From an optimization exercise on the open Yosys and OpenROAD flow, aimed at small area; shortcuts taken in it are not production practice.
Function was checked by simulation only, so behaviour that the tests miss may differ from the original.

==> flow/design.v, too long to show whole: its modules and the start of the top module <==
// module fa: 10 lines
// module pw_conv: 27 lines
// module ds_block_top: 1190 lines
module ds_block_top #(
    parameter int IMG_W  = 6,
    parameter int IMG_H  = 5,
    parameter int STRIDE = 1
) (
    input  wire                                    clk,
    input  wire                                    rstn,
    input  wire                                    in_valid,
    input  wire  [ds_pkg::NCH*ds_pkg::ACT_W-1:0]   in_pix,
    output logic                                   out_valid,
    output logic [ds_pkg::NOUT*ds_pkg::ACT_W-1:0]  out_pix
);
  // ...
==> flow/flow/run.sh <==
#!/bin/bash
# The standard layout with two changes: the port buffers are the smallest
# buffer (sky130_fd_sc_hd__buf_1) rather than the one buffer_ports picks by
# default, and clock tree synthesis adds no dummy loads. The clustering
# settings repeat config.mk's. The constant outputs share one tie cell.
set -euo pipefail
export BUFFER_PORTS_ARGS="-buffer_cell sky130_fd_sc_hd__buf_1"
export SKIP_REPAIR_TIE_FANOUT=1
export CTS_ARGS="-sink_clustering_enable -repair_clock_nets -sink_clustering_size 16 -sink_clustering_max_diameter 100 -buf_list sky130_fd_sc_hd__clkbuf_8 -dont_use_dummy_load"
bash standard.sh > standard.log 2>&1
==> flow/standard.sh <==
#!/bin/bash
# synth_recipe.tcl (not shown) runs the flow's synth.tcl, then flattens the netlist and writes it again
# the make line also repeats each setting of config.mk as NAME=value (left out here)
make -C /OpenROAD-flow-scripts/flow DESIGN_CONFIG=/design/flow/config.mk WORK_HOME=/design/flow/orfs CLKGATE_MAP_FILE= SYNTH_SCRIPT=/design/flow/synth_recipe.tcl "${@:-finish}"
==> flow/config.mk <==
export PLATFORM = sky130hd
export DESIGN_NAME = ds_block_top
export DESIGN_NICKNAME = ds_block_top
export VERILOG_FILES = /design/flow/design.v
export SDC_FILE = /design/flow/constraint.sdc
export NUM_CORES = 4
export LEC_CHECK = 0
export CAP_MARGIN = 20
export CORE_MARGIN = 2
export CORE_UTILIZATION = 40
export CTS_BUF_LIST = sky130_fd_sc_hd__clkbuf_8
export CTS_CLUSTER_DIAMETER = 100
export CTS_CLUSTER_SIZE = 16
export SLEW_MARGIN = 20
export SYNTH_HIERARCHICAL = 1
export SYNTH_MINIMUM_KEEP_SIZE = 0
==> flow/constraint.sdc <==
create_clock -name core_clock -period 8.0 [get_ports {clk}]
set_input_delay 1.6000 -clock core_clock [delete_from_list [all_inputs] [get_ports {clk}]]
set_output_delay 1.6000 -clock core_clock [all_outputs]
set_load 0.01 [all_outputs]
==> qor.json, run 1 <==
{
  "layout.cells.most_common": {"value": "sky130_fd_sc_hd__edfxtp_1"},
  "outcome": {"value": "complete, no violations"},
  "synth_adder_area_share": {"value": 0.303},
  "post_drt_wl_per_cell": {"value": 19.9, "unit": "µm"},
  "final_hold_viol_count": {"value": 0},
  "largest_family_of_logic_cells_by_synthesized_area": {"value": "adder cells"},
  "initial_core_util": {"value": 0.406},
  "global_route.usage.total": {"value": 0.164},
  "routed_met2_length": {"value": 25.8, "unit": "mm"},
  "syn-instance-count": {"value": 1867},
  "final_skew": {"value": 0.0605, "unit": "ns"},
  "holdPathStages": {"value": 0},
  "most-common-layout-cells": {"value": "448 x sky130_fd_sc_hd__edfxtp_1, 352 x sky130_fd_sc_hd__fa_1, 274 x sky130_fd_sc_hd__nand2_1"},
  "synth_seq_area_share": {"value": 0.521},
  "grt_first_pass_wirelength": {"value": 88.7, "unit": "mm"},
  "n_fill_cell": {"value": 5979},
  "cts_num_sinks": {"value": 485},
  "max_stage_delay": {"value": 0.53, "unit": "ns"},
  "criticalPathCategory": {"value": "reg2reg"},
  "nClkBuffers": {"value": 38},
  "whs_endpoint": {"value": "sr[12][30]"},
  "worst_slew_pin_slew": {"value": 1.14, "unit": "ns"},
  "standard_cell_area_after_detailed_placement": {"value": 0.0285, "unit": "mm²"},
  "cp_num_cells": {"value": 26},
  "setup_slack": {"value": 0.467, "unit": "ns"},
  "number_of_non_clock_inverters_in_the_layout": {"value": 124},
  "final-seq-area": {"value": 0.0142, "unit": "mm²"},
  "drt-met1-wl": {"value": 26.6, "unit": "mm"},
  "layout.clock.cell_area_share": {"value": 0.0180},
  "max_freq": {"value": 133, "unit": "MHz"},
  "placed_cell_count": {"value": 2774},
  "detailed_place_hpwl": {"value": 43.2, "unit": "mm"},
  "grt_use_met2": {"value": 0.258},
  "top_register": {"value": "sr"},
  "post_synth_xor_area_fraction": {"value": 0.0179},
  "syn-mean-instance-area": {"value": 14.6, "unit": "µm²"},
  "top_level_ports": {"value": 100},
  "synthDominantAreaCellType": {"value": "sky130_fd_sc_hd__edfxtp_1"}
}
==> inputs of run 2 (changes only) <==
--- a/flow/design.v
+++ b/flow/design.v
@@ -1007,32 +1007,32 @@
     fa u_a_153 (.a(ta12[13]), .b(ta7[15]), .c(ta6[15]), .s(a_153s), .co(a_153c));
     fa u_a_154 (.a(ta7[14]), .b(ta1[14]), .c(ta14[12]), .s(a_154s), .co(a_154c));
     fa u_a_155 (.a(ta2[14]), .b(ta14[13]), .c(a_142c), .s(a_155s), .co(a_155c));
     fa u_a_156 (.a(a_143c), .b(a_144c), .c(a_154s), .s(a_156s), .co(a_156c));
     fa u_a_157 (.a(a_153s), .b(a_145c), .c(a_155s), .s(a_157s), .co(a_157c));
     fa u_a_158 (.a(a_146c), .b(a_156s), .c(a_147c), .s(a_158s), .co(a_158c));
     fa u_a_159 (.a(ta0[14]), .b(a_148c), .c(a_157s), .s(a_159s), .co(a_159c));
     fa u_a_160 (.a(a_149c), .b(a_158s), .c(a_151c), .s(a_160s), .co(a_160c));
-    fa u_a_161 (.a(~a_150c), .b(~a_159s), .c(a_160s), .s(a_161s), .co(a_161c));
+    fa u_a_161 (.a(a_150c), .b(a_159s), .c(~a_160s), .s(a_161s), .co(a_161c));
     fa u_a_162 (.a(ta12[14]), .b(ta7[15]), .c(ta1[15]), .s(a_162s), .co(a_162c));
     fa u_a_163 (.a(ta2[15]), .b(ta14[13]), .c(a_154c), .s(a_163s), .co(a_163c));
     fa u_a_164 (.a(ta14[14]), .b(a_153c), .c(a_162s), .s(a_164s), .co(a_164c));
     fa u_a_165 (.a(a_156c), .b(a_163s), .c(ta0[15]), .s(a_165s), .co(a_165c));
     fa u_a_166 (.a(a_155c), .b(a_164s), .c(a_157c), .s(a_166s), .co(a_166c));
-    fa u_a_167 (.a(a_158c), .b(a_165s), .c(~a_159c), .s(a_167s), .co(a_167c));
-    fa u_a_168 (.a(~a_166s), .b(a_167s), .c(a_160c), .s(a_168s), .co(a_168c));
+    fa u_a_167 (.a(a_158c), .b(a_165s), .c(a_160c), .s(a_167s), .co(a_167c));
+    fa u_a_168 (.a(a_159c), .b(a_166s), .c(a_161c), .s(a_168s), .co(a_168c));
     fa u_a_169 (.a(ta12[15]), .b(ta14[14]), .c(a_163c), .s(a_169s), .co(a_169c));
     fa u_a_170 (.a(ta14[15]), .b(a_162c), .c(a_164c), .s(a_170s), .co(a_170c));
-    fa u_a_171 (.a(a_169s), .b(a_165c), .c(a_167c), .s(a_171s), .co(a_171c));
-    fa u_a_172 (.a(~a_170s), .b(~a_166c), .c(a_171s), .s(a_172s), .co(a_172c));
+    fa u_a_171 (.a(a_169s), .b(~a_170s), .c(a_165c), .s(a_171s), .co(a_171c));
+    fa u_a_172 (.a(~a_166c), .b(a_171s), .c(a_167c), .s(a_172s), .co(a_172c));
     fa u_a_173 (.a(1'b1), .b(a_169c), .c(~a_170c), .s(a_173s), .co(a_173c));
     assign a_174s = a_173s ^ a_171c;
     assign a_174c = a_173s & a_171c;
-    assign sa = {1'b1, a_173c, a_174s, a_168c, a_161c, a_161s, ~a_141c, a_140s, ~a_130s, ~a_108c, a_107s, ~a_97s, ~a_75c, a_74s, a_53c, ~a_42c, a_41s, a_30s, a_20s, ~a_12s, a_5s, a_1s} + {1'b0, a_174c, a_172c, a_172s, a_168s, a_152c, a_152s, ~a_141s, a_119c, a_119s, ~a_108s, a_86c, a_86s, ~a_75s, ~a_64s, a_53s, ~a_42s, ~a_31s, ~a_21s, 1'b0, a_4s, ~a_0s};
+    assign sa = {1'b1, a_173c, a_174s, ~a_168c, a_167s, ~a_161s, ~a_141c, a_140s, ~a_130s, ~a_108c, a_107s, ~a_97s, ~a_75c, a_74s, a_53c, ~a_42c, a_41s, a_30s, a_20s, ~a_12s, a_5s, a_1s} + {1'b0, a_174c, a_172c, a_172s, ~a_168s, a_152c, a_152s, ~a_141s, a_119c, a_119s, ~a_108s, a_86c, a_86s, ~a_75s, ~a_64s, a_53s, ~a_42s, ~a_31s, ~a_21s, 1'b0, a_4s, ~a_0s};
     fa u_b_0 (.a(tb13[0]), .b(tb6[0]), .c(tb2[0]), .s(b_0s), .co(b_0c));
     assign b_1s = tb12[0] ^ ~b_0s;
     assign b_1c = tb12[0] & ~b_0s;
     fa u_b_2 (.a(tb13[0]), .b(tb13[1]), .c(tb8[0]), .s(b_2s), .co(b_2c));
     fa u_b_3 (.a(tb7[0]), .b(tb6[1]), .c(tb2[1]), .s(b_3s), .co(b_3c));
     fa u_b_4 (.a(b_0c), .b(b_2s), .c(b_3s), .s(b_4s), .co(b_4c));
     fa u_b_5 (.a(tb12[1]), .b(b_1c), .c(~b_4s), .s(b_5s), .co(b_5c));
     fa u_b_6 (.a(tb14[0]), .b(tb12[0]), .c(tb12[2]), .s(b_6s), .co(b_6c));
==> run 2 against run 1 <==
Compared with the run above: global-route usage decreased by 0.11 points; critical endpoint is now d0[14]; flip-flop and latch count unchanged; synthesized cell count decreased by 0.37%; critical path depth unchanged; via count is 1.2% lower; clock-buffer cell count did not move; design area is essentially flat; first-iteration DRC count rose by 7.3%; wire length is 0.37% lower.
==> qor.json, run 2 <==
{
  "first_iter_violations": {"value": 1185, "change": "was 1104"},
  "syn_to_final_growth": {"value": 6.62, "unit": "%", "change": "was 6.42%"},
  "global_route.overflow_total": {"value": 0, "change": "unchanged"},
  "antenna_found_initial": {"value": 1, "change": "unchanged"},
  "ctsLongestPathBuffers": {"value": 3, "change": "unchanged"},
  "max_cap_viol_count": {"value": 0, "change": "unchanged"},
  "synthDominantAreaCellType": {"value": "sky130_fd_sc_hd__edfxtp_1", "change": "unchanged"},
  "placement.io_buffers": {"value": 76, "change": "unchanged"},
  "post_synth_most_frequent_cells": {"value": "448 x sky130_fd_sc_hd__edfxtp_1, 352 x sky130_fd_sc_hd__fa_1, 274 x sky130_fd_sc_hd__nand2_1", "change": "unchanged"},
  "floorplan.rows": {"value": 95, "change": "unchanged"},
  "post_synth_and_or_nand_nor_area_fraction": {"value": 0.0770, "change": "was 0.0775"},
  "relSlewSlack": {"value": 0.255, "change": "was 0.238"},
  "grt_start_max_net_pins": {"value": 191, "change": "was 193"},
  "synth-main-ff-cell": {"value": "sky130_fd_sc_hd__edfxtp_1", "change": "unchanged"},
  "drive_gt1_frac": {"value": 0.0491, "change": "was 0.0521"},
  "final_skew": {"value": 0.105, "unit": "ns", "change": "was 0.0605 ns"},
  "timing.critical_path.from_type": {"value": "register", "change": "unchanged"},
  "chipHeight": {"value": 265, "unit": "µm", "change": "about the same"},
  "core_region_area": {"value": 0.0673, "unit": "mm²", "change": "was 0.0674 mm²"},
  "global_route.usage.total": {"value": 0.162, "change": "was 0.164"},
  "rsz0062_at_grt": {"value": "true", "change": "was false"},
  "worst_ep_arrival_time": {"value": 8.06, "unit": "ns", "change": "was 8.05 ns"},
  "top_level_ports": {"value": 100, "change": "unchanged"},
  "detail_route.first_pass.iterations": {"value": 5, "change": "unchanged"},
  "largest_register_ff_count": {"value": 448, "change": "unchanged"},
  "detailed_place_hpwl": {"value": 43.1, "unit": "mm", "change": "was 43.2 mm"},
  "syn-mean-instance-area": {"value": 14.7, "unit": "µm²", "change": "was 14.6 µm²"},
  "synth_seq_area_share": {"value": 0.522, "change": "was 0.521"},
  "async_reset_ff_frac": {"value": 0.0144, "change": "unchanged"},
  "synth_seq_cells": {"value": 485, "change": "unchanged"},
  "place.gp.congestion": {"value": 0.884, "change": "was 0.907"},
  "synth-edff-count": {"value": 448, "change": "unchanged"},
  "endpoint_kind": {"value": "register", "change": "unchanged"},
  "crit_fanout": {"value": 9, "change": "was 15"},
  "die_outline_area": {"value": 0.0702, "unit": "mm²", "change": "was 0.0704 mm²"},
  "synthMostInstantiatedCell": {"value": "sky130_fd_sc_hd__edfxtp_1", "change": "unchanged"},
  "post_synth_xor_area_fraction": {"value": 0.0186, "change": "was 0.0179"},
  "grt_first_pass_wirelength": {"value": 87.8, "unit": "mm", "change": "was 88.7 mm"},
  "layout.cells.most_common": {"value": "sky130_fd_sc_hd__edfxtp_1", "change": "unchanged"},
  "holdPathStages": {"value": 0, "change": "unchanged"},
  "fp.dieW": {"value": 265, "unit": "µm", "change": "about the same"},
  "clock_tree_from_tritoncts": {"value": "yes", "change": "unchanged"},
  "clk-insertion-delay-late": {"value": 0.64, "unit": "ns", "change": "was 0.63 ns"},
  "timing.critical_path.required": {"value": 8.45, "unit": "ns", "change": "was 8.51 ns"},
  "timing.final.max_slew_violations": {"value": 0, "change": "unchanged"},
  "period_needed": {"value": 7.61, "unit": "ns", "change": "was 7.53 ns"},
  "cts.root.buffer_cell": {"value": "sky130_fd_sc_hd__clkbuf_8", "change": "unchanged"},
  "setup_slack": {"value": 0.391, "unit": "ns", "change": "was 0.467 ns"},
  "final_hold_viol_count": {"value": 0, "change": "unchanged"},
  "outcome": {"value": "complete, no violations", "change": "unchanged"},
  "timing.hold.worst.class": {"value": "reg2reg", "change": "unchanged"},
  "via_count_of_the_first_global_routing_pass": {"value": 15318, "change": "was 15.6k"},
  "via_count": {"value": 14251, "change": "was 14.4k"},
  "cts_num_sinks": {"value": 485, "change": "unchanged"},
  "netlist_area_before_placement": {"value": 0.0273, "unit": "mm²", "change": "about the same"},
  "htree_levels": {"value": 2, "change": "unchanged"},
  "largest_family_of_logic_cells_by_synthesized_area": {"value": "adder cells", "change": "unchanged"},
  "drt.antenna.violating_nets": {"value": 0, "change": "unchanged"},
  "synth.distinct_cells": {"value": 72, "change": "was 74"},
  "post_drt_via_cell_ratio": {"value": 5.08, "change": "was 5.13"},
  "max_stage_delay": {"value": 0.52, "unit": "ns", "change": "was 0.53 ns"},
  "clk_pin_slew": {"value": 0.09, "unit": "ns", "change": "was 0.10 ns"},
  "worst_hold_margin": {"value": 0.341, "unit": "ns", "change": "was 0.375 ns"},
  "dp_worst_setup_slack": {"value": 0.279, "unit": "ns", "change": "was 0.0579 ns"},
  "worst-r2r-cell-count": {"value": 26, "change": "unchanged"},
  "detail_route.drc_violations": {"value": 0, "change": "unchanged"},
  "timing.critical_path.mode_cell": {"value": "sky130_fd_sc_hd__fa_1", "change": "unchanged"},
  "synth_largest_type_area_fraction": {"value": 0.494, "change": "was 0.492"},
  "max_freq": {"value": 131, "unit": "MHz", "change": "was 133 MHz"},
  "synthesis.nets": {"value": 2346, "change": "was 2353"},
  "setup_viol": {"value": 0, "change": "unchanged"},
  "initial_core_util": {"value": 0.405, "change": "was 0.406"},
  "min_period_over_period": {"value": 0.951, "change": "was 0.942"},
  "tritoncts.num_buffers": {"value": 38, "change": "unchanged"},
  "post_drt_wl_per_cell": {"value": 19.8, "unit": "µm", "change": "was 19.9 µm"},
  "synth_adder_area_share": {"value": 0.304, "change": "was 0.303"},
  "final_nets": {"value": 2421, "change": "was 2427"},
  "layout_top_registers": {"value": "sr x448, d0 x15, d1 x15", "change": "unchanged"},
  "criticalPathCategory": {"value": "reg2reg", "change": "unchanged"},
  "ys.warnings.count": {"value": 9, "change": "unchanged"},
  "most-common-layout-cells": {"value": "448 x sky130_fd_sc_hd__edfxtp_1, 352 x sky130_fd_sc_hd__fa_1, 274 x sky130_fd_sc_hd__nand2_1", "change": "unchanged"},
  "synth_compound_area_frac": {"value": 0.0478, "change": "was 0.0496"},
  "drt-total-wl": {"value": 55.7, "unit": "mm", "change": "was 55.9 mm"},
  "top_register": {"value": "sr", "change": "unchanged"},
  "worst_slew_pin_slew": {"value": 1.12, "unit": "ns", "change": "was 1.14 ns"},
  "syn-instance-count": {"value": 1860, "change": "was 1867"},
  "yosys-mux-area-fraction": {"value": 0.00119, "change": "was 0.000824"},
  "cpMaxStageDelayCell": {"value": "sky130_fd_sc_hd__fa_1", "change": "unchanged"},
  "synth_area_leaders": {"value": "sky130_fd_sc_hd__edfxtp_1 49%, sky130_fd_sc_hd__fa_1 26%, sky130_fd_sc_hd__ha_1 4.5%", "change": "unchanged"}
}
==> run 2: cell types whose count changed after synthesis, sizes merged, moves of 3 or more <==
cell,change
a31oi,+4
xor2,+7
nor2,+9
a211oi,-8
and2,-3
and3,-3
inv,-6
xnor2,-4
nand3,-3
==> run 2: worst paths after layout <==
check,startpoint,to,slack [ns]
setup / recovery,col[2],d0[14],0.39
hold / removal,sr[9][22],sr[10][22],0.34
setup reg to reg,col[2],d0[14],0.39
hold reg to reg,sr[9][22],sr[10][22],0.34
max in group asynchronous,rstn,col[0],6.84
min in group asynchronous,rstn,out_valid,0.86
==> run 2: worst max-delay path, delay by kind of cell (launching register included) <==
family / cells / cell delay, ns
fa+ha+maj: 9 / 3.91
compound gates: 6 / 1.27
buf+inv: 4 / 0.49
flops: 1 / 0.44
simple gates: 7 / 1.28
==> run 2: cell families after synthesis <==
group / Yosys count
and+or+nand+nor: 491
DFF: 485
adders and majority gates: 451
AOI/OAI and AO/OA: 190
buffers and inverters: 180
xor gates and xnor gates: 58
muxes: 3
other: 2
==> run 2: cell type report <==
cell class / instances / area (µm²)
Antenna cell: 1 / 2.50
Clock buffer: 38 / 523
Fill cell: 6050 / 38200
Inverter: 118 / 447
Multi-Input combinational cell: 1195 / 12300
Sequential cell: 485 / 14200
Tap cell: 873 / 1090
Timing Repair Buffer: 97 / 480
==> run 2: per-module statistics from Yosys (local to each module, per instance) <==
module        cells  times used  flops+latches  area [µm²]
ds_block_top   1078           1            485       17400
fa                1         351              0        20.0
pw_conv         431           1              0        2860
==> run 2: metrics by stage <==
step	TNS, ns	utilization	area, µm²	std cells
floorplan	-419.76	-	27300	1860
global placement	0	0.423	28500	2767
detailed placement	0	0.423	28500	2767
CTS	0	0.431	29000	2805
global route	-0.0614	0.432	29100	2807
finish	0	0.432	29100	2807
==> run 2: what timing repair did <==
action | CTS | global route
resized for setup | 0 | 19
hold buffers | 0 | 0
buffers inserted | 0 | 0
setup endpoints to repair | 0 | 28
==> run 2: routing by layer <==
layer | track usage | share of wire
met2 | 0.255 | 0.46
met3 | 0.0278 | 0.049
met1 | 0.237 | 0.47
met5 | 0 | 0
met4 | 0.0397 | 0.020
==> inputs of run 3 (changes only) <==
==> flow/flow/run.sh (replaced) <==
#!/bin/bash
# The standard layout (standard.sh, synthesis included) with three changes:
# the port buffers are the smallest buffer (sky130_fd_sc_hd__buf_1) rather
# than the one buffer_ports picks by default; clock tree synthesis adds no
# dummy loads (its clustering settings repeat config.mk's); and the constant
# outputs share one tie cell instead of one each.
set -euo pipefail
export BUFFER_PORTS_ARGS="-buffer_cell sky130_fd_sc_hd__buf_1"
export SKIP_REPAIR_TIE_FANOUT=1
export CTS_ARGS="-sink_clustering_enable -repair_clock_nets -sink_clustering_size 16 -sink_clustering_max_diameter 100 -buf_list sky130_fd_sc_hd__clkbuf_8 -dont_use_dummy_load"
bash standard.sh > standard.log 2>&1
==> run 3 against run 2 <==
Compared with the run above: still clean; register-to-register slack hardly changed; synthesized cell count unchanged; first-iteration DRC count stayed put; largest cell class unchanged.
==> qor.json, run 3 <==
{
  "crit_fanout": {"value": 9, "change": "unchanged"},
  "chipHeight": {"value": 265, "unit": "µm", "change": "unchanged"},
  "floorplan.rows": {"value": 95, "change": "unchanged"},
  "die_outline_area": {"value": 0.0702, "unit": "mm²", "change": "unchanged"},
  "max_cap_viol_count": {"value": 0, "change": "unchanged"},
  "htree_levels": {"value": 2, "change": "unchanged"},
  "async_reset_ff_frac": {"value": 0.0144, "change": "unchanged"},
  "timing.hold.worst.class": {"value": "reg2reg", "change": "unchanged"},
  "layout_top_registers": {"value": "sr x448, d0 x15, d1 x15", "change": "unchanged"},
  "timing.critical_path.mode_cell": {"value": "sky130_fd_sc_hd__fa_1", "change": "unchanged"},
  "grt_first_pass_wirelength": {"value": 87.8, "unit": "mm", "change": "unchanged"},
  "n_fill_cell": {"value": 6050, "change": "unchanged"},
  "timing.final.max_slew_violations": {"value": 0, "change": "unchanged"},
  "ys.warnings.count": {"value": 9, "change": "unchanged"},
  "drt.antenna.violating_nets": {"value": 0, "change": "unchanged"},
  "critical-path-top-delay-family": {"value": "adder cells", "change": "unchanged"},
  "tritoncts.num_buffers": {"value": 38, "change": "unchanged"},
  "drive_gt1_frac": {"value": 0.0491, "change": "unchanged"},
  "synthMostInstantiatedCell": {"value": "sky130_fd_sc_hd__edfxtp_1", "change": "unchanged"},
  "worst_slew_pin_slew": {"value": 1.12, "unit": "ns", "change": "unchanged"},
  "max_freq": {"value": 131, "unit": "MHz", "change": "unchanged"},
  "outcome": {"value": "complete, no violations", "change": "unchanged"},
  "via_count": {"value": 14251, "change": "unchanged"},
  "clk-insertion-delay-late": {"value": 0.64, "unit": "ns", "change": "about the same"},
  "setup_slack": {"value": 0.391, "unit": "ns", "change": "unchanged"},
  "period_needed": {"value": 7.61, "unit": "ns", "change": "unchanged"},
  "global_route.usage.total": {"value": 0.162, "change": "unchanged"},
  "syn-instance-count": {"value": 1860, "change": "unchanged"},
  "endpoint_kind": {"value": "register", "change": "unchanged"},
  "drt-met1-wl": {"value": 26.3, "unit": "mm", "change": "unchanged"},
  "syn-mean-instance-area": {"value": 14.7, "unit": "µm²", "change": "unchanged"},
  "relSlewSlack": {"value": 0.255, "change": "unchanged"},
  "rsz0062_at_grt": {"value": "true", "change": "unchanged"},
  "netlist_area_before_placement": {"value": 0.0273, "unit": "mm²", "change": "unchanged"},
  "clock_tree_from_tritoncts": {"value": "yes", "change": "unchanged"},
  "largest_register_ff_count": {"value": 448, "change": "unchanged"},
  "first_iter_violations": {"value": 1185, "change": "unchanged"},
  "initial_core_util": {"value": 0.405, "change": "unchanged"},
  "via_count_of_the_first_global_routing_pass": {"value": 15318, "change": "unchanged"},
  "syn_to_final_growth": {"value": 6.62, "unit": "%", "change": "unchanged"},
  "synth_area_leaders": {"value": "sky130_fd_sc_hd__edfxtp_1 49%, sky130_fd_sc_hd__fa_1 26%, sky130_fd_sc_hd__ha_1 4.5%", "change": "unchanged"},
  "antenna_found_initial": {"value": 1, "change": "unchanged"},
  "cts_num_sinks": {"value": 485, "change": "unchanged"},
  "synth_largest_type_area_fraction": {"value": 0.494, "change": "unchanged"},
  "synth-main-ff-cell": {"value": "sky130_fd_sc_hd__edfxtp_1", "change": "unchanged"},
  "most-common-layout-cells": {"value": "448 x sky130_fd_sc_hd__edfxtp_1, 352 x sky130_fd_sc_hd__fa_1, 274 x sky130_fd_sc_hd__nand2_1", "change": "unchanged"},
  "final_core_utilization": {"value": 0.432, "change": "unchanged"},
  "timing.critical_path.required": {"value": 8.45, "unit": "ns", "change": "about the same"},
  "min_period_over_period": {"value": 0.951, "change": "unchanged"},
  "max_stage_delay": {"value": 0.52, "unit": "ns", "change": "about the same"},
  "detailed_place_hpwl": {"value": 43.1, "unit": "mm", "change": "unchanged"},
  "fp.dieW": {"value": 265, "unit": "µm", "change": "unchanged"},
  "place.gp.congestion": {"value": 0.884, "change": "unchanged"},
  "final_skew": {"value": 0.105, "unit": "ns", "change": "unchanged"},
  "synth-edff-count": {"value": 448, "change": "unchanged"},
  "synthDominantAreaCellType": {"value": "sky130_fd_sc_hd__edfxtp_1", "change": "unchanged"},
  "worst_ep_arrival_time": {"value": 8.06, "unit": "ns", "change": "about the same"},
  "synth_seq_cells": {"value": 485, "change": "unchanged"},
  "layout.cells.most_common": {"value": "sky130_fd_sc_hd__edfxtp_1", "change": "unchanged"},
  "dp_worst_setup_slack": {"value": 0.279, "unit": "ns", "change": "unchanged"},
  "worst-path-buf-inv": {"value": 4, "change": "unchanged"},
  "final_hold_viol_count": {"value": 0, "change": "unchanged"},
  "setup_viol": {"value": 0, "change": "unchanged"},
  "clk_pin_slew": {"value": 0.09, "unit": "ns", "change": "about the same"},
  "top_layer_used": {"value": "met4", "change": "unchanged"},
  "drt-total-wl": {"value": 55.7, "unit": "mm", "change": "unchanged"},
  "criticalPathCategory": {"value": "reg2reg", "change": "unchanged"},
  "post_synth_most_frequent_cells": {"value": "448 x sky130_fd_sc_hd__edfxtp_1, 352 x sky130_fd_sc_hd__fa_1, 274 x sky130_fd_sc_hd__nand2_1", "change": "unchanged"},
  "fin_tns_setup": {"value": 0, "unit": "ns", "change": "unchanged"},
  "cts.root.buffer_cell": {"value": "sky130_fd_sc_hd__clkbuf_8", "change": "unchanged"},
  "synthesis.nets": {"value": 2346, "change": "unchanged"},
  "synth.distinct_cells": {"value": 72, "change": "unchanged"},
  "detail_route.first_pass.iterations": {"value": 5, "change": "unchanged"},
  "top_level_ports": {"value": 100, "change": "unchanged"},
  "ctsLongestPathBuffers": {"value": 3, "change": "unchanged"},
  "synth_seq_area_share": {"value": 0.522, "change": "unchanged"},
  "core_region_area": {"value": 0.0673, "unit": "mm²", "change": "unchanged"},
  "final_nets": {"value": 2421, "change": "unchanged"},
  "amount_of_wire_on_met3_after_detailed_routing": {"value": 2.74, "unit": "mm", "change": "unchanged"},
  "timing.critical_path.from_type": {"value": "register", "change": "unchanged"},
  "routed_met2_length": {"value": 25.5, "unit": "mm", "change": "unchanged"},
  "global_route.overflow_total": {"value": 0, "change": "unchanged"},
  "cts_setup_buffers": {"value": 0, "change": "unchanged"},
  "cpMaxStageDelayCell": {"value": "sky130_fd_sc_hd__fa_1", "change": "unchanged"},
  "post_drt_wl_per_cell": {"value": 19.8, "unit": "µm", "change": "unchanged"},
  "post_drt_via_cell_ratio": {"value": 5.08, "change": "unchanged"},
  "grt_start_max_net_pins": {"value": 191, "change": "unchanged"},
  "detail_route.drc_violations": {"value": 0, "change": "unchanged"},
  "placement.io_buffers": {"value": 76, "change": "unchanged"},
  "top_register": {"value": "sr", "change": "unchanged"},
  "worst_hold_margin": {"value": 0.341, "unit": "ns", "change": "unchanged"}
}
-- run 3: layer usage --
| layer | vias up | global-route usage |
|---|---|---|
| li1 | 6478 | - |
| met1 | 7384 | 0.237 |
| met2 | 319 | 0.255 |
| met3 | 70 | 0.0278 |
| met4 | 0 | 0.0397 |
| met5 | - | 0 |
-- run 3: kinds of logic after synthesis --
logic type	synth area share
DFF	0.522
xor gates and xnor gates	0.0186
muxes	0.00119
other	0.000276
buffers and inverters	0.0291
and+or+nand+nor	0.0770
adders and majority gates	0.304
AOI/OAI and AO/OA	0.0478
-- run 3: per-stage QoR --
step / instances / area (µm²)
after floorplan: 1860 / 27300
after global placement: 2767 / 28500
after detailed placement: 2767 / 28500
after CTS: 2805 / 29000
after global routing: 2807 / 29100
final: 2807 / 29100
-- run 3: final timing paths --
kind / start / slack (ns) / to / depth (start not counted)
worst max-delay path: col[2] / 0.39 / d0[14] / 26
worst min-delay path: sr[9][22] / 0.34 / sr[10][22] / 0
worst max register to register: col[2] / 0.39 / d0[14] / 26
worst min register to register: sr[9][22] / 0.34 / sr[10][22] / 0
max in group asynchronous: rstn / 6.84 / col[0] / 1
min in group asynchronous: rstn / 0.86 / out_valid / 1
-- run 3: cell type report --
type	instances	area, µm²	share of cell area
inverter	118	447	0.0154
clock buffer	38	523	0.0180
sequential	485	14200	0.490
timing repair buffer	97	480	0.0165
antenna	1	2.50	0.0000861
multi-input combinational	1195	12300	0.423
tap	873	1090	0.0376
-- run 3: per-module statistics from Yosys, one instance, submodules excluded --
| module | flip-flops and latches | copies in the design | cells |
|---|---|---|---|
| fa | 0 | 351 | 1 |
| pw_conv | 0 | 1 | 431 |
| ds_block_top | 485 | 1 | 1078 |
-- run 3: timing repair --
item | in CTS | in global routing
hold buffers | 0 | 0
hold endpoints to repair | 0 | 0
setup endpoints to repair | 0 | 28
resized for setup | 0 | 19
-- run 3: worst register-to-register path, cell delays in order (launching register included) --
cell and delay (ns):
sky130_fd_sc_hd__dfrtp_1 0.44, sky130_fd_sc_hd__or3_1 0.42, sky130_fd_sc_hd__nand2_1 0.10, sky130_fd_sc_hd__nor2_1 0.04, sky130_fd_sc_hd__a21oi_1 0.14, sky130_fd_sc_hd__or2_1 0.19, sky130_fd_sc_hd__and2_4 0.23, sky130_fd_sc_hd__buf_4 0.21
sky130_fd_sc_hd__nand2_1 0.21, sky130_fd_sc_hd__fa_1 0.48, sky130_fd_sc_hd__fa_1 0.40, sky130_fd_sc_hd__fa_1 0.52, sky130_fd_sc_hd__fa_1 0.43, sky130_fd_sc_hd__fa_1 0.40, sky130_fd_sc_hd__fa_1 0.49, sky130_fd_sc_hd__inv_1 0.05
sky130_fd_sc_hd__fa_1 0.37, sky130_fd_sc_hd__fa_1 0.48, sky130_fd_sc_hd__inv_1 0.04, sky130_fd_sc_hd__ha_1 0.34, sky130_fd_sc_hd__nand2_1 0.10, sky130_fd_sc_hd__o21ai_0 0.33, sky130_fd_sc_hd__o211ai_1 0.19, sky130_fd_sc_hd__a21oi_2 0.22
sky130_fd_sc_hd__a31oi_2 0.13, sky130_fd_sc_hd__buf_4 0.19, sky130_fd_sc_hd__a2111oi_1 0.26

## static timing again, ports no longer ideal
The results above use ideal ports. As a check the final layouts listed here were re-extracted and re-timed, cells and wires unchanged.
Step 1 assumes that a clkbuf_16 drives the clock port and a buf_2 every other input.
Step 2 adds t to the input delays and takes it off the output delays; t is the mean of the earliest and latest rising clock arrival at the registers after step 1. Input paths then give back, and output paths get back, about the clock's delay inside the block.
Slacks: no drivers / after step 1 / after step 2; pairs: no drivers / after step 1.
| run | shift t [ns] | setup slack, ns | latest minus earliest clock arrival (ns) |
|---|---|---|---|
| run 1 | 0.653 | 0.467 / 0.467 / 0.467 | 0.072 / 0.072 |
| run 2 | 0.641 | 0.391 / 0.391 / 0.391 | 0.113 / 0.112 |
| run 3 | 0.641 | 0.391 / 0.391 / 0.391 | 0.113 / 0.112 |
After both steps every run listed still meets setup and hold.
